What follows belongs to an exercise in optimizing a design on an open flow for small area; a production flow would make more cautious choices. In this exercise RTL edits were held to simulation tests only and were not proved equivalent to the original. Power figures rest on the tool's default switching activity, not on a simulated workload.

==> inputs of job 2275 <==
==> flow/design.v <==
package reg_file_pkg;
  localparam int DATA_W_DEF = 32;
  localparam int ADDR_W_DEF = 5;
  localparam int NUM_RD_DEF = 2;
  typedef enum logic {
    ZERO_REG_OFF = 1'b0,
    ZERO_REG_ON  = 1'b1
  } zero_reg_e;
  function automatic integer slice_off(input integer idx, input integer width);
    slice_off = idx * width;
  endfunction
endpackage
module rf_scoreboard
#(
  parameter int        ADDR_W   = reg_file_pkg::ADDR_W_DEF,
  parameter logic      ZERO_REG = 1'b1   
) (
  input  logic                 clk,
  input  logic                 reset,
  input  logic                 wr_en,
  input  logic [ADDR_W-1:0]    wr_addr,
  input  logic                 rsv_en,
  input  logic [ADDR_W-1:0]    rsv_addr,
  input  logic                 flush,
  output logic [2**ADDR_W-1:0] busy_vec
);
  localparam int DEPTH = 2**ADDR_W;
  logic [DEPTH-1:0] busy_d, busy_q;
  always_comb begin
    busy_d = busy_q;
    if (wr_en)  busy_d[wr_addr]  = 1'b0;
    if (rsv_en) busy_d[rsv_addr] = 1'b1;
    if (flush)  busy_d           = '0;
    if (ZERO_REG == 1'b1) busy_d[0] = 1'b0;
  end
  always_ff @(posedge clk or negedge reset) begin
    if (!reset) busy_q <= '0;
    else        busy_q <= busy_d;
  end
  assign busy_vec = busy_q;
endmodule
module reg_file_sb
#(
  parameter int        DATA_W   = reg_file_pkg::DATA_W_DEF,
  parameter int        ADDR_W   = reg_file_pkg::ADDR_W_DEF,
  parameter int        NUM_RD   = reg_file_pkg::NUM_RD_DEF,
  parameter logic      ZERO_REG = 1'b1   
) (
  input  logic                     clk,
  input  logic                     reset,
  input  logic                     rd_en,
  input  logic [NUM_RD*ADDR_W-1:0] rd_addr,
  output logic [NUM_RD*DATA_W-1:0] rd_data,
  output logic [NUM_RD-1:0]        rd_busy,
  input  logic                     wr_en,
  input  logic [ADDR_W-1:0]        wr_addr,
  input  logic [DATA_W-1:0]        wr_data,
  input  logic                     rsv_en,
  input  logic [ADDR_W-1:0]        rsv_addr,
  input  logic                     flush,
  output logic [2**ADDR_W-1:0]     busy_vec
);
  localparam int DEPTH = 2**ADDR_W;
  logic [DEPTH-1:0][DATA_W-1:0] mem_d, mem_q;
  logic [NUM_RD*DATA_W-1:0]     rd_data_d, rd_data_q;
  logic [NUM_RD-1:0]            rd_busy_d, rd_busy_q;
  logic [ADDR_W-1:0]            rd_idx [NUM_RD];
  logic [DEPTH-1:0]             busy_q;
  logic                         wr_fire;
  rf_scoreboard #(
    .ADDR_W  (ADDR_W),
    .ZERO_REG(ZERO_REG)
  ) u_scoreboard (
    .clk     (clk),
    .reset   (reset),
    .wr_en   (wr_en),
    .wr_addr (wr_addr),
    .rsv_en  (rsv_en),
    .rsv_addr(rsv_addr),
    .flush   (flush),
    .busy_vec(busy_q)
  );
  assign wr_fire = wr_en &&
                   !((ZERO_REG == 1'b1) && (wr_addr == '0));
  always_comb begin
    for (int i = 0; i < NUM_RD; i++) begin
      rd_idx[i] = rd_addr[reg_file_pkg::slice_off(i, ADDR_W) +: ADDR_W];
    end
  end
  always_comb begin
    mem_d = mem_q;
    if (wr_fire) mem_d[wr_addr] = wr_data;
  end
  always_comb begin
    rd_data_d = rd_data_q;
    rd_busy_d = rd_busy_q;
    if (rd_en) begin
      for (int i = 0; i < NUM_RD; i++) begin
        rd_data_d[reg_file_pkg::slice_off(i, DATA_W) +: DATA_W] =
          (wr_fire && (wr_addr == rd_idx[i])) ? wr_data : mem_q[rd_idx[i]];
        rd_busy_d[i] = busy_q[rd_idx[i]] &
                       ~(wr_en && (wr_addr == rd_idx[i]));
      end
    end
  end
  always_ff @(posedge clk or negedge reset) begin
    if (!reset) begin
      mem_q     <= '0;
      rd_data_q <= '0;
      rd_busy_q <= '0;
    end else begin
      mem_q     <= mem_d;
      rd_data_q <= rd_data_d;
      rd_busy_q <= rd_busy_d;
    end
  end
  assign rd_data  = rd_data_q;
  assign rd_busy  = rd_busy_q;
  assign busy_vec = busy_q;
endmodule
==> flow/run.sh <==
#!/bin/bash
# synth_recipe.tcl (not shown) runs the flow's synth.tcl, then flattens the netlist and writes it again
# the make line also repeats each setting of config.mk as NAME=value (left out here)
make -C /OpenROAD-flow-scripts/flow DESIGN_CONFIG=/design/flow/config.mk WORK_HOME=/design/flow/orfs CLKGATE_MAP_FILE= SYNTH_SCRIPT=/design/flow/synth_recipe.tcl finish
==> flow/config.mk <==
export PLATFORM = sky130hd
export DESIGN_NAME = reg_file_sb
export DESIGN_NICKNAME = reg_file_sb
export VERILOG_FILES = /design/flow/design.v
export SDC_FILE = /design/flow/constraint.sdc
export NUM_CORES = 4
export LEC_CHECK = 0
export CAP_MARGIN = 20
export CORE_MARGIN = 2
export CORE_UTILIZATION = 40
export SLEW_MARGIN = 20
==> flow/constraint.sdc <==
create_clock -name core_clock -period 5.0 [get_ports {clk}]
set_input_delay 1.0000 -clock core_clock [delete_from_list [all_inputs] [get_ports {clk}]]
set_output_delay 1.0000 -clock core_clock [all_outputs]
set_load 0.01 [all_outputs]
==> job 2267 (differences from job 2275) <==
==> flow/design.v (replaced) <==
package reg_file_pkg;
  localparam int DATA_W_DEF = 32;
  localparam int ADDR_W_DEF = 5;
  localparam int NUM_RD_DEF = 2;
  typedef enum logic {
    ZERO_REG_OFF = 1'b0,
    ZERO_REG_ON  = 1'b1
  } zero_reg_e;
  function automatic integer slice_off(input integer idx, input integer width);
    slice_off = idx * width;
  endfunction
endpackage
module rf_scoreboard
#(
  parameter int N = 31
) (
  input  logic [N-1:0] busy_q,
  input  logic [N-1:0] rsv,
  input  logic [N-1:0] keep,
  input  logic         nflush,
  output logic [N-1:0] busy_d
);
  assign busy_d = (busy_q & keep & {N{nflush}}) | rsv;
endmodule
module reg_file_sb
#(
  parameter int        DATA_W   = reg_file_pkg::DATA_W_DEF,
  parameter int        ADDR_W   = reg_file_pkg::ADDR_W_DEF,
  parameter int        NUM_RD   = reg_file_pkg::NUM_RD_DEF,
  parameter logic      ZERO_REG = 1'b1   
) (
  input  logic                     clk,
  input  logic                     reset,
  input  logic                     rd_en,
  input  logic [NUM_RD*ADDR_W-1:0] rd_addr,
  output logic [NUM_RD*DATA_W-1:0] rd_data,
  output logic [NUM_RD-1:0]        rd_busy,
  input  logic                     wr_en,
  input  logic [ADDR_W-1:0]        wr_addr,
  input  logic [DATA_W-1:0]        wr_data,
  input  logic                     rsv_en,
  input  logic [ADDR_W-1:0]        rsv_addr,
  input  logic                     flush,
  output logic [2**ADDR_W-1:0]     busy_vec
);
  localparam int DEPTH = 2**ADDR_W;
  localparam int FIRST = (ZERO_REG == 1'b1) ? 1 : 0;
  localparam int NREG  = DEPTH - FIRST;
  localparam int NSEL  = NREG + 2;   
  logic [DEPTH-1:0][DATA_W-1:0] mem_q, mem_d;
  logic [DEPTH-1:0]             valid_q;
  logic [DEPTH-1:0]             we, hold, rsv;
  logic [NUM_RD*DATA_W-1:0]     rd_data_d, rd_data_q;
  logic [NUM_RD-1:0]            rd_busy_d, rd_busy_q;
  logic [DEPTH-1:0]             busy_q, busy_d;
  logic                         wr_fire;
  assign wr_fire = wr_en && !((ZERO_REG == 1'b1) && (wr_addr == '0));
  for (genvar r = 0; r < DEPTH; r++) begin : g_dec
    assign we[r]   = wr_fire && (wr_addr == r);
    assign hold[r] = !we[r];
    assign rsv[r]  = rsv_en && !flush && (rsv_addr == r);
  end
  rf_scoreboard #(.N(NREG)) u_scoreboard (
    .busy_q(busy_q[DEPTH-1:FIRST]),
    .rsv   (rsv[DEPTH-1:FIRST]),
    .keep  (hold[DEPTH-1:FIRST]),
    .nflush(!flush),
    .busy_d(busy_d[DEPTH-1:FIRST])
  );
  if (FIRST == 1) begin : g_busy0
    assign busy_d[0] = 1'b0;
  end
  logic [NREG-1:0] busy_r;
  always_ff @(posedge clk or negedge reset) begin
    if (!reset) busy_r <= '0;
    else        busy_r <= busy_d[DEPTH-1:FIRST];
  end
  if (FIRST == 1) begin : g_busyq0
    assign busy_q = {busy_r, 1'b0};
  end else begin : g_busyq
    assign busy_q = busy_r;
  end
  for (genvar r = FIRST; r < DEPTH; r++) begin : g_row
    rf_wsel #(.W(DATA_W)) u_wsel (
      .q   (mem_q[r]),
      .wd  (wr_data),
      .we  (we[r]),
      .hold(hold[r]),
      .d   (mem_d[r])
    );
    always_ff @(posedge clk) mem_q[r] <= mem_d[r];
  end
  always_ff @(posedge clk or negedge reset) begin
    if (!reset) valid_q <= '0;
    else        valid_q <= valid_q | we;
  end
  for (genvar i = 0; i < NUM_RD; i++) begin : g_rd
    logic [ADDR_W-1:0]      a;
    logic                   byp, hit;
    logic [NSEL-1:0]        sel;
    logic [NSEL*DATA_W-1:0] src;
    assign a   = rd_addr[i*ADDR_W +: ADDR_W];
    assign hit = wr_en && (wr_addr == a);
    assign byp = rd_en && wr_fire && (wr_addr == a);
    for (genvar r = 0; r < NREG; r++) begin : g_src
      assign sel[r] = rd_en && !byp && valid_q[r + FIRST] && (a == r + FIRST);
      assign src[r*DATA_W +: DATA_W] = mem_q[r + FIRST];
    end
    assign sel[NREG]                       = byp;
    assign src[NREG*DATA_W +: DATA_W]      = wr_data;
    assign sel[NREG + 1]                   = !rd_en;
    assign src[(NREG+1)*DATA_W +: DATA_W]  = rd_data_q[i*DATA_W +: DATA_W];
    for (genvar b = 0; b < DATA_W; b++) begin : g_bit
      logic [NSEL-1:0] col;
      for (genvar r = 0; r < NSEL; r++) begin : g_col
        assign col[r] = src[r*DATA_W + b];
      end
      rf_aosel #(.N(NSEL)) u_aosel (
        .d  (col),
        .s  (sel),
        .y  (rd_data_d[i*DATA_W + b])
      );
    end
    assign rd_busy_d[i] = rd_en ? (busy_q[a] & ~hit) : rd_busy_q[i];
  end
  always_ff @(posedge clk or negedge reset) begin
    if (!reset) begin
      rd_data_q <= '0;
      rd_busy_q <= '0;
    end else begin
      rd_data_q <= rd_data_d;
      rd_busy_q <= rd_busy_d;
    end
  end
  assign rd_data  = rd_data_q;
  assign rd_busy  = rd_busy_q;
  assign busy_vec = busy_q;
endmodule
module rf_wsel
#(
  parameter int W = reg_file_pkg::DATA_W_DEF
) (
  input  logic [W-1:0] q,
  input  logic [W-1:0] wd,
  input  logic         we,
  input  logic         hold,
  output logic [W-1:0] d
);
  assign d = (q & {W{hold}}) | (wd & {W{we}});
endmodule
module rf_aosel
#(
  parameter int N = 33
) (
  input  logic [N-1:0] d,
  input  logic [N-1:0] s,
  output logic         y
);
  localparam int NG = (N + 2) / 3;
  logic [3*NG-1:0] dp, sp;
  logic [NG-1:0]   g_n;
  assign dp = {{(3*NG-N){1'b0}}, d};
  assign sp = {{(3*NG-N){1'b0}}, s};
  for (genvar g = 0; g < NG; g++) begin : g_grp
    rf_aoi222 u_aoi (
      .d(dp[3*g +: 3]),
      .s(sp[3*g +: 3]),
      .y(g_n[g])
    );
  end
  assign y = ~&g_n;
endmodule
module rf_aoi222 (
  input  logic [2:0] d,
  input  logic [2:0] s,
  output logic       y
);
  assign y = ~|(d & s);
endmodule
Settings changed: SYNTH_HIERARCHICAL set to 1.
==> qor summary <==
item                                                   job 2275      job 2267
Syn Nets                                                  4,046         3,749
Post-synthesis compound-gate area fraction                4.62%         36.0%
Avg WL per Cell                                         31.8 um       38.0 um
Biggest cell delay along the critical path              0.53 ns       0.66 ns
Fraction of synthesized area in multiplexers              40.4%        0.781%
Setup ws final                                          1.51 ns      0.397 ns
Count of sequential standard cells                        1,121         1,120
Post-Place Worst Slack                                 0.762 ns     0.0121 ns
Clk cell area share                                       6.53%         7.85%
Drt pass-1 iters                                              6            17
Power density of the placed cells                   432 nW/um^2   469 nW/um^2
Fraction of power consumed by combinational cells         21.5%         11.6%
Multi-input gate area in the final layout          28,900 sq um  19,800 sq um
Req. time, crit path                                    5.64 ns       5.61 ns
Non-clock buffering overhead in the final layout          4.73%         6.07%
Via count                                                37,800        42,500
Outcome                        no timing/DRC/antenna violations  no timing/DRC/antenna violations

==> port drivers added, routing unchanged <==
The flow's constraints put no driver on any port. The routed layouts listed below were extracted and timed again, unchanged, in two steps. Step 1: set_driving_cell puts a clkbuf_16 on clk and a buf_2 on each other input, an assumption about the parent block. Step 2 adds t to the input delays and takes it off the output delays; t is the mean of the earliest and latest rising clock arrival at the registers after step 1. Input paths then give back, and output paths get back, about the clock's delay inside the block. a / b / c = ideal ports / drivers / drivers and shift; a / b = the first two.
run | t (ns) | setup WS [ns] | latest minus earliest clock arrival (ns) | worst data-port slew with drivers (ns) | pins driven straight from the clock port
job 2275 | 0.853 | 1.514 / 1.576 / 0.723 | 0.031 / 0.031 | 0.12 | 1
job 2267 | 0.797 | 0.397 / 0.455 / -0.342 | 0.044 / 0.044 | 0.06 | 1
Met with ideal ports but missed after step 2: setup timing in job 2267. For job 2275, which loses most, drivers alone change the setup slack by +0.062 ns; drivers and shift together by -0.791 ns.
